Context: an optimization exercise on an open-source flow, tuned for small area, a short achievable clock period and few clock cycles per item. The choices shown serve that exercise and are no tape-out recipe.
In this exercise RTL edits were held to simulation tests only and were not proved equivalent to the original.
No driver is modelled on the clock port, so clocking that relies on it looks cheaper here than on a real chip.
No activity file was given, so power comes from the tool's default toggle rates.

Design window_stack_hit_test_move_to_front_top, start of the top module:
module window_stack_hit_test_move_to_front_top
#(
  parameter int unsigned MAX_WINDOWS = 16,
  parameter int unsigned COORD_BITS  = 12
) (
  input  logic                  clk_i,
  input  logic                  rst_ni,
  input  logic                  in_valid_i,
  output logic                  in_ready_o,
  input  logic                  in_operation_i,
  input  logic [COORD_BITS-1:0] in_x_low_i,
  input  logic [COORD_BITS-1:0] in_y_low_i,
  input  logic [COORD_BITS-1:0] in_x_high_i,
  input  logic [COORD_BITS-1:0] in_y_high_i,
  output logic                  out_valid_o,
  input  logic                  out_ready_i,
  output logic [4:0]            out_window_id_o,
  output logic                  out_ignored_o,
  output logic                  out_store_full_o
);
  localparam int unsigned NW   = MAX_WINDOWS;
  localparam int unsigned ID_W = wsht_pkg::ID_W;
  logic                  busy_q;       
  ...
clock: 4.5 ns
lec_check: 0
cap_margin: 20
core_margin: 2
core_utilization: 40
cts_cluster_diameter: 150
cts_cluster_size: 30
place_density: 0.6
setup_slack_margin: 2.3
slew_margin: 20
standard.sh (not shown) runs the stock make flow with config.mk's settings and CLKGATE_MAP_FILE= SYNTH_SCRIPT=/design/flow/synth_recipe.tcl, a recipe that flattens the netlist after the stock synthesis.
==> flow/flow/run.sh <==
#!/bin/bash
# Standard layout (the standard.sh, standard synthesis unchanged) with two
# resizer options changed: repair may swap a cell for any footprint, and the
# port buffers are plain buffers instead of delay cells.
set -uo pipefail
bash standard.sh MATCH_CELL_FOOTPRINT=0 \
  "BUFFER_PORTS_ARGS=-buffer_cell sky130_fd_sc_hd__buf_4" \
  finish > standard.log 2>&1
The first run ran to the end with no violations.
Testbench counts at the start, summed over its fixed seeds: cycles 4,824, items 4,800.
==> next run, changes <==
--- a/flow/config.mk
+++ b/flow/config.mk
@@ -7,2 +7,3 @@
 export LEC_CHECK = 0
+export ABC_CLOCK_PERIOD_IN_PS = 2200
 export CAP_MARGIN = 20
@@ -10,4 +11,2 @@
 export CORE_UTILIZATION = 40
-export CTS_CLUSTER_DIAMETER = 150
-export CTS_CLUSTER_SIZE = 30
 export PLACE_DENSITY = 0.6
Outcome: The new run finished with timing, DRC and antenna clean. Wire length grows by 2.1%. Area after synthesis is unchanged. Non-clock buffer count came out higher by 12. First-iteration DRC count rises by 3.9%. Cell area rose by 5.2%. Maximum frequency hardly moves. Final cell count increases by 2.8%.

## job 101
The RTL this note starts from:
==> flow/design.v <==
`timescale 1ns / 1ps
package wsht_pkg;
  localparam int unsigned ID_W = 5;
  localparam logic OP_LOAD  = 1'b0;
  localparam logic OP_CLICK = 1'b1;
  typedef struct packed {
    logic probe;   
    logic load;    
    logic move;    
  } wsht_ctrl_t;
endpackage
`timescale 1ns / 1ps
module wsht_cell
#(
  parameter int unsigned COORD_BITS = 12
) (
  input  logic                  clk_i,
  input  logic                  we_i,
  input  logic [COORD_BITS-1:0] xl_i,
  input  logic [COORD_BITS-1:0] yl_i,
  input  logic [COORD_BITS-1:0] xh_i,
  input  logic [COORD_BITS-1:0] yh_i,
  input  logic [COORD_BITS-1:0] px_i,
  input  logic [COORD_BITS-1:0] py_i,
  output logic [3:0]            hit_o    
);
  logic [COORD_BITS-1:0] xl_q, yl_q, xh_q, yh_q;
  logic                  ge_xl, le_xh, ge_yl, le_yh;
  wsht_ge #(.W(COORD_BITS)) u_ge_xl (.a_i(px_i), .b_i(xl_q), .ge_o(ge_xl));
  wsht_ge #(.W(COORD_BITS)) u_le_xh (.a_i(xh_q), .b_i(px_i), .ge_o(le_xh));
  wsht_ge #(.W(COORD_BITS)) u_ge_yl (.a_i(py_i), .b_i(yl_q), .ge_o(ge_yl));
  wsht_ge #(.W(COORD_BITS)) u_le_yh (.a_i(yh_q), .b_i(py_i), .ge_o(le_yh));
  assign hit_o = {le_yh, ge_yl, le_xh, ge_xl};
  always_ff @(posedge clk_i) begin
    if (we_i) begin
      xl_q <= xl_i;
      yl_q <= yl_i;
      xh_q <= xh_i;
      yh_q <= yh_i;
    end
  end
endmodule
module wsht_ge
#(
  parameter int unsigned W = 12
) (
  input  logic [W-1:0] a_i,
  input  logic [W-1:0] b_i,
  output logic         ge_o
);
  localparam int unsigned L = (W > 1) ? $clog2(W) : 1;
  logic [W-1:0] gt [L+1];
  logic [W-1:0] gq [L+1];
  assign gt[0] = a_i & ~b_i;
  assign gq[0] = a_i | ~b_i;
  for (genvar l = 0; l < L; l++) begin : g_lvl
    localparam int unsigned N = (W + (1 << l) - 1) >> l;
    for (genvar k = 0; k < W; k++) begin : g_rng
      if (2 * k + 1 < N) begin : g_join
        assign gt[l+1][k] = gt[l][2*k+1] | (gq[l][2*k+1] & gt[l][2*k]);
        assign gq[l+1][k] = gt[l][2*k+1] | (gq[l][2*k+1] & gq[l][2*k]);
      end else if (2 * k < N) begin : g_pass
        assign gt[l+1][k] = gt[l][2*k];
        assign gq[l+1][k] = gq[l][2*k];
      end else begin : g_none
        assign gt[l+1][k] = 1'b0;
        assign gq[l+1][k] = 1'b0;
      end
    end
  end
  assign ge_o = gq[L][0];
endmodule
`timescale 1ns / 1ps
module window_stack_hit_test_move_to_front_top
#(
  parameter int unsigned MAX_WINDOWS = 16,
  parameter int unsigned COORD_BITS  = 12
) (
  input  logic                  clk_i,
  input  logic                  rst_ni,
  input  logic                  in_valid_i,
  output logic                  in_ready_o,
  input  logic                  in_operation_i,
  input  logic [COORD_BITS-1:0] in_x_low_i,
  input  logic [COORD_BITS-1:0] in_y_low_i,
  input  logic [COORD_BITS-1:0] in_x_high_i,
  input  logic [COORD_BITS-1:0] in_y_high_i,
  output logic                  out_valid_o,
  input  logic                  out_ready_i,
  output logic [4:0]            out_window_id_o,
  output logic                  out_ignored_o,
  output logic                  out_store_full_o
);
  localparam int unsigned NW   = MAX_WINDOWS;
  localparam int unsigned ID_W = wsht_pkg::ID_W;
  logic                  busy_q;       
  logic                  ready_q;      
  logic                  out_valid_q;  
  logic                  accept;
  logic [NW-1:0]         used_q;       
  logic [NW-1:0]         free_first;   
  logic [3:0]            hit_b [NW];
  logic                  is_full;
  logic                  is_load;
  assign accept  = in_valid_i && !busy_q;
  logic [NW-1:0] wr_slot_q;
  logic [NW-1:0] used_d;
  logic          busy_d;
  assign is_load = (in_operation_i == wsht_pkg::OP_LOAD);
  assign is_full = used_q[NW-1];
  for (genvar i = 0; i < NW; i++) begin : g_slot
    if (i == 0) begin : g_first
      assign free_first[i] = !used_q[i];
    end else begin : g_rest
      assign free_first[i] = !used_q[i] && used_q[i-1];
    end
    wsht_cell #(
      .COORD_BITS (COORD_BITS)
    ) u_cell (
      .clk_i   (clk_i),
      .we_i    (in_valid_i && is_load && wr_slot_q[i]),
      .xl_i    (in_x_low_i),
      .yl_i    (in_y_low_i),
      .xh_i    (in_x_high_i),
      .yh_i    (in_y_high_i),
      .px_i    (in_x_low_i),
      .py_i    (in_y_low_i),
      .hit_o   (hit_b[i])
    );
  end
  logic [3:0]    hb_q [NW];     
  logic          s2_click_q;    
  logic          s2_load_q;     
  logic          s2_full_q;     
  assign used_d = (accept && is_load) ? {used_q[NW-2:0], 1'b1} : used_q;
  always_ff @(posedge clk_i or negedge rst_ni) begin
    if (!rst_ni) begin
      used_q     <= '0;
      wr_slot_q  <= '0;
      s2_click_q <= 1'b0;
      s2_load_q  <= 1'b0;
      s2_full_q  <= 1'b0;
    end else begin
      s2_click_q <= accept && !is_load;
      s2_load_q  <= accept && is_load && !is_full;
      s2_full_q  <= accept && is_load && is_full;
      used_q     <= used_d;
      for (int i = 0; i < NW; i++) begin
        wr_slot_q[i] <= !busy_d && !used_d[i] && (i == 0 || used_d[(i + NW - 1) % NW]);
      end
    end
  end
  always_ff @(posedge clk_i) begin
    for (int i = 0; i < NW; i++) hb_q[i] <= {hit_b[i][3:1], hit_b[i][0] & used_q[i]};
  end
  logic [NW-1:0] above_q [NW];
  logic [NW-1:0] hit;           
  logic [NW-1:0] newest;        
  logic [NW-1:0] blocked;       
  logic [NW-1:0] top;           
  for (genvar i = 0; i < NW; i++) begin : g_newest
    if (i == NW - 1) begin : g_last
      assign newest[i] = used_q[i];
    end else begin : g_rest
      assign newest[i] = used_q[i] && !used_q[i+1];
    end
  end
  for (genvar i = 0; i < NW; i++) begin : g_hit
    assign hit[i] = &hb_q[i];
  end
  logic [NW-1:0] above_n [NW];
  logic [NW-1:0] top_q;
  for (genvar i = 0; i < NW; i++) begin : g_row
    for (genvar j = 0; j < NW; j++) begin : g_col
      if (j > i) begin : g_pair
        assign above_n[i][j] = top_q[i] | (above_q[i][j] & ~top_q[j]);
        always_ff @(posedge clk_i) begin
          above_q[i][j] <= above_n[i][j];
        end
      end else begin : g_none
        assign above_n[i][j] = 1'b0;
      end
    end
  end
  always_comb begin
    for (int i = 0; i < NW; i++) begin
      blocked[i] = 1'b0;
      for (int j = 0; j < NW; j++) begin
        if (j < i) blocked[i] = blocked[i] | (hit[j] &  above_n[j][i]);
        if (j > i) blocked[i] = blocked[i] | (hit[j] & ~above_n[i][j]);
      end
    end
  end
  assign top = ({NW{s2_click_q}} & hit & ~blocked) | ({NW{s2_load_q}} & newest);
  logic          s3_valid_q;
  logic          s3_ign_q;
  logic          s3_full_q;
  always_ff @(posedge clk_i or negedge rst_ni) begin
    if (!rst_ni) begin
      s3_valid_q <= 1'b0;
    end else begin
      s3_valid_q <= s3_next;
    end
  end
  always_ff @(posedge clk_i) begin
    top_q     <= top;
    s3_ign_q  <= s2_click_q && !(|hit);
    s3_full_q <= s2_full_q;
  end
  logic [ID_W-1:0] res_id;
  always_comb begin
    res_id = '0;
    for (int i = 0; i < NW; i++) begin
      if (top_q[i]) res_id = res_id | ID_W'(i + 1);
    end
  end
  localparam int unsigned QD = 4;
  localparam int unsigned EW = ID_W + 2;
  logic [EW-1:0] q_data [QD];
  logic [QD-1:0] q_valid;
  logic [EW-1:0] sh_data [QD];
  logic [QD-1:0] sh_valid;
  logic [EW-1:0] nx_data [QD];
  logic [QD-1:0] nx_valid;
  logic          pop;
  logic          put;
  assign pop = q_valid[0] && out_ready_i;
  always_comb begin
    for (int k = 0; k < QD; k++) begin
      if (pop) begin
        sh_data[k]  = (k + 1 < QD) ? q_data[(k + 1) % QD] : q_data[k];
        sh_valid[k] = (k + 1 < QD) ? q_valid[(k + 1) % QD] : 1'b0;
      end else begin
        sh_data[k]  = q_data[k];
        sh_valid[k] = q_valid[k];
      end
    end
    put = s3_valid_q;
    for (int k = 0; k < QD; k++) begin
      nx_data[k]  = sh_data[k];
      nx_valid[k] = sh_valid[k];
      if (put && !sh_valid[k]) begin
        nx_data[k]  = {res_id, s3_ign_q, s3_full_q};
        nx_valid[k] = 1'b1;
        put         = 1'b0;
      end
    end
  end
  logic s2_next, s3_next;
  assign s2_next = accept;
  assign s3_next = s2_click_q || s2_load_q || s2_full_q;
  assign busy_d = nx_valid[QD-1]
               || (nx_valid[QD-2] && (s2_next || s3_next))
               || (nx_valid[QD-3] && s2_next && s3_next);
  always_ff @(posedge clk_i or negedge rst_ni) begin
    if (!rst_ni) begin
      q_valid     <= '0;
      busy_q      <= 1'b1;
      ready_q     <= 1'b0;
      out_valid_q <= 1'b0;
    end else begin
      q_valid     <= nx_valid;
      busy_q      <= busy_d;
      ready_q     <= !busy_d;
      out_valid_q <= |nx_valid;
    end
  end
  always_ff @(posedge clk_i) begin
    for (int k = 0; k < QD; k++) q_data[k] <= nx_data[k];
  end
  assign in_ready_o       = ready_q;
  assign out_valid_o      = out_valid_q;
  assign out_window_id_o  = q_data[0][EW-1:2];
  assign out_ignored_o    = q_data[0][1];
  assign out_store_full_o = q_data[0][0];
endmodule
export LEC_CHECK = 0
export CAP_MARGIN = 20
export CORE_MARGIN = 2
export CORE_UTILIZATION = 40
export CTS_CLUSTER_DIAMETER = 120
export CTS_CLUSTER_SIZE = 22
export GPL_ROUTABILITY_DRIVEN = 0
export PLACE_DENSITY = 0.6
export SETUP_SLACK_MARGIN = 2.45
export SLEW_MARGIN = 20
create_clock -name core_clock -period 4.5 [get_ports {clk_i}]
==> flow/flow/run.sh <==
#!/bin/bash
# Standard layout (the standard.sh, standard synthesis unchanged) with
# resizer options changed: repair may swap a cell for any footprint, the
# port buffers are plain buffers instead of delay cells, and after CTS the
# setup repair runs a few more passes (flow/post_cts.tcl).
set -uo pipefail
bash standard.sh MATCH_CELL_FOOTPRINT=0 \
  "BUFFER_PORTS_ARGS=-buffer_cell sky130_fd_sc_hd__buf_4" \
  "POST_CTS_TCL=$PWD/flow/post_cts.tcl" \
  finish > standard.log 2>&1
==> flow/flow/post_cts.tcl <==
# Extra setup repair passes after CTS: the single pass in cts.tcl stops
# early, well short of the setup margin. Placement is legalized afterwards.
estimate_parasitics -placement
for {set pass 0} {$pass < 3} {incr pass} {
  repair_timing -setup -setup_margin $::env(SETUP_SLACK_MARGIN) \
    -repair_tns 100 -verbose
}
detailed_placement
check_placement -verbose
estimate_parasitics -placement
report_worst_slack -max
Testbench counts of job 101, summed over its fixed seeds: cycles 4,832, items 4,800.
What job 102 does differently from job 101 at the input level:
# job 101
export LEC_CHECK = 0
export CAP_MARGIN = 20
export CORE_MARGIN = 2
export CORE_UTILIZATION = 40
export CTS_CLUSTER_DIAMETER = 120
export CTS_CLUSTER_SIZE = 22
export GPL_ROUTABILITY_DRIVEN = 0
export PLACE_DENSITY = 0.6
export SETUP_SLACK_MARGIN = 2.45
export SLEW_MARGIN = 20
create_clock -name core_clock -period 4.5 [get_ports {clk_i}]
# job 102
export LEC_CHECK = 0
export CAP_MARGIN = 20
export CORE_MARGIN = 2
export CORE_UTILIZATION = 40
export CTS_CLUSTER_DIAMETER = 120
export CTS_CLUSTER_SIZE = 22
export PLACE_DENSITY = 0.54
export SETUP_SLACK_MARGIN = 2.45
export SLEW_MARGIN = 20
create_clock -name core_clock -period 4.5 [get_ports {clk_i}]
## What came out
[compare] base=job 101 new=job 102: amount of wire on met2 after detailed routing rose by 4.0%; cell count stayed essentially flat; fraction of area in registers stayed essentially flat; critical path depth rose by 3. Between job 101 and job 102, maximum operating frequency is higher for job 101, job 102 comes in under that. Job 101 -> job 102: multi-input combinational area share flat. sky130_fd_sc_hd__and2_4 as the cell with the biggest individual delay on the critical path was reported by job 102, and sky130_fd_sc_hd__dfrtp_1 by job 101. Worst setup slack after layout on job 102 is down relative to job 101.
[inputs] job 103 vs job 102
# job 102
export LEC_CHECK = 0
export CAP_MARGIN = 20
export CORE_MARGIN = 2
export CORE_UTILIZATION = 40
export CTS_CLUSTER_DIAMETER = 120
export CTS_CLUSTER_SIZE = 22
export PLACE_DENSITY = 0.54
export SETUP_SLACK_MARGIN = 2.45
export SLEW_MARGIN = 20
create_clock -name core_clock -period 4.5 [get_ports {clk_i}]
# job 103
export LEC_CHECK = 0
export CAP_MARGIN = 20
export CORE_MARGIN = 2
export CORE_UTILIZATION = 40
export CTS_CLUSTER_DIAMETER = 130
export CTS_CLUSTER_SIZE = 26
export PLACE_DENSITY = 0.6
export SETUP_SLACK_MARGIN = 2.45
export SLEW_MARGIN = 20
create_clock -name core_clock -period 4.5 [get_ports {clk_i}]
Final worst hold slack (lower): job 102
Final wirelength, job 103 and job 102, lower one = job 103.
From job 102 to job 103, count of clock tree sinks did not move at all.
Compared with job 102, in job 103 number of clock-tree buffers in the layout saw a decrease; data arrival time of the worst path now sits higher.
Slowest cell on the critical path: sky130_fd_sc_hd__and2_4 -> job 102, sky130_fd_sc_hd__a31oi_1 -> job 103
Across job 103 and job 102, the outcome is the same: a clean finish for every run.
Relative to job 102, net switching power has decreased by 0.18 mW in job 103.

==> afterwards: timing with drivers on the ports <==
How much do the figures lean on ideal ports? The routed layouts below were timed once more, with nothing changed but the port constraints. Step 1, drivers: a clkbuf_16 drives clk_i and a buf_2 each remaining input, both assumed. Step 2 times the ports against the registers' clock, not the clock port: input delays grow and output delays shrink by t, the midpoint of the rising clock arrivals with the driver on. a / b / c = ideal ports / drivers / drivers and shift; a / b = the first two.
| run | t (ns) | slack for setup (ns) | worst setup path at the end | clock arrival spread, ns | slew at the worst register clock pin (ns) |
|---|---|---|---|---|---|
| the first run of note 1 | 0.699 | 2.244 / 2.189 / 1.490 | input to register | 0.053 / 0.052 | 0.12 / 0.12 |
| the second run of note 1 | 0.756 | 2.238 / 2.231 / 1.475 | input to register | 0.050 / 0.050 | 0.07 / 0.07 |
| job 101 | 0.741 | 2.386 / 2.315 / 1.752 | input to register | 0.037 / 0.036 | 0.10 / 0.10 |
| job 102 | 0.754 | 2.311 / 2.321 / 1.599 | input to register | 0.032 / 0.032 | 0.10 / 0.10 |
| job 103 | 0.736 | 2.381 / 2.315 / 1.682 | input to register | 0.034 / 0.035 | 0.11 / 0.11 |
After both steps every run listed still meets setup and hold. For the second run of note 1, which loses most, drivers alone change the setup slack by -0.007 ns; drivers and shift together by -0.763 ns.
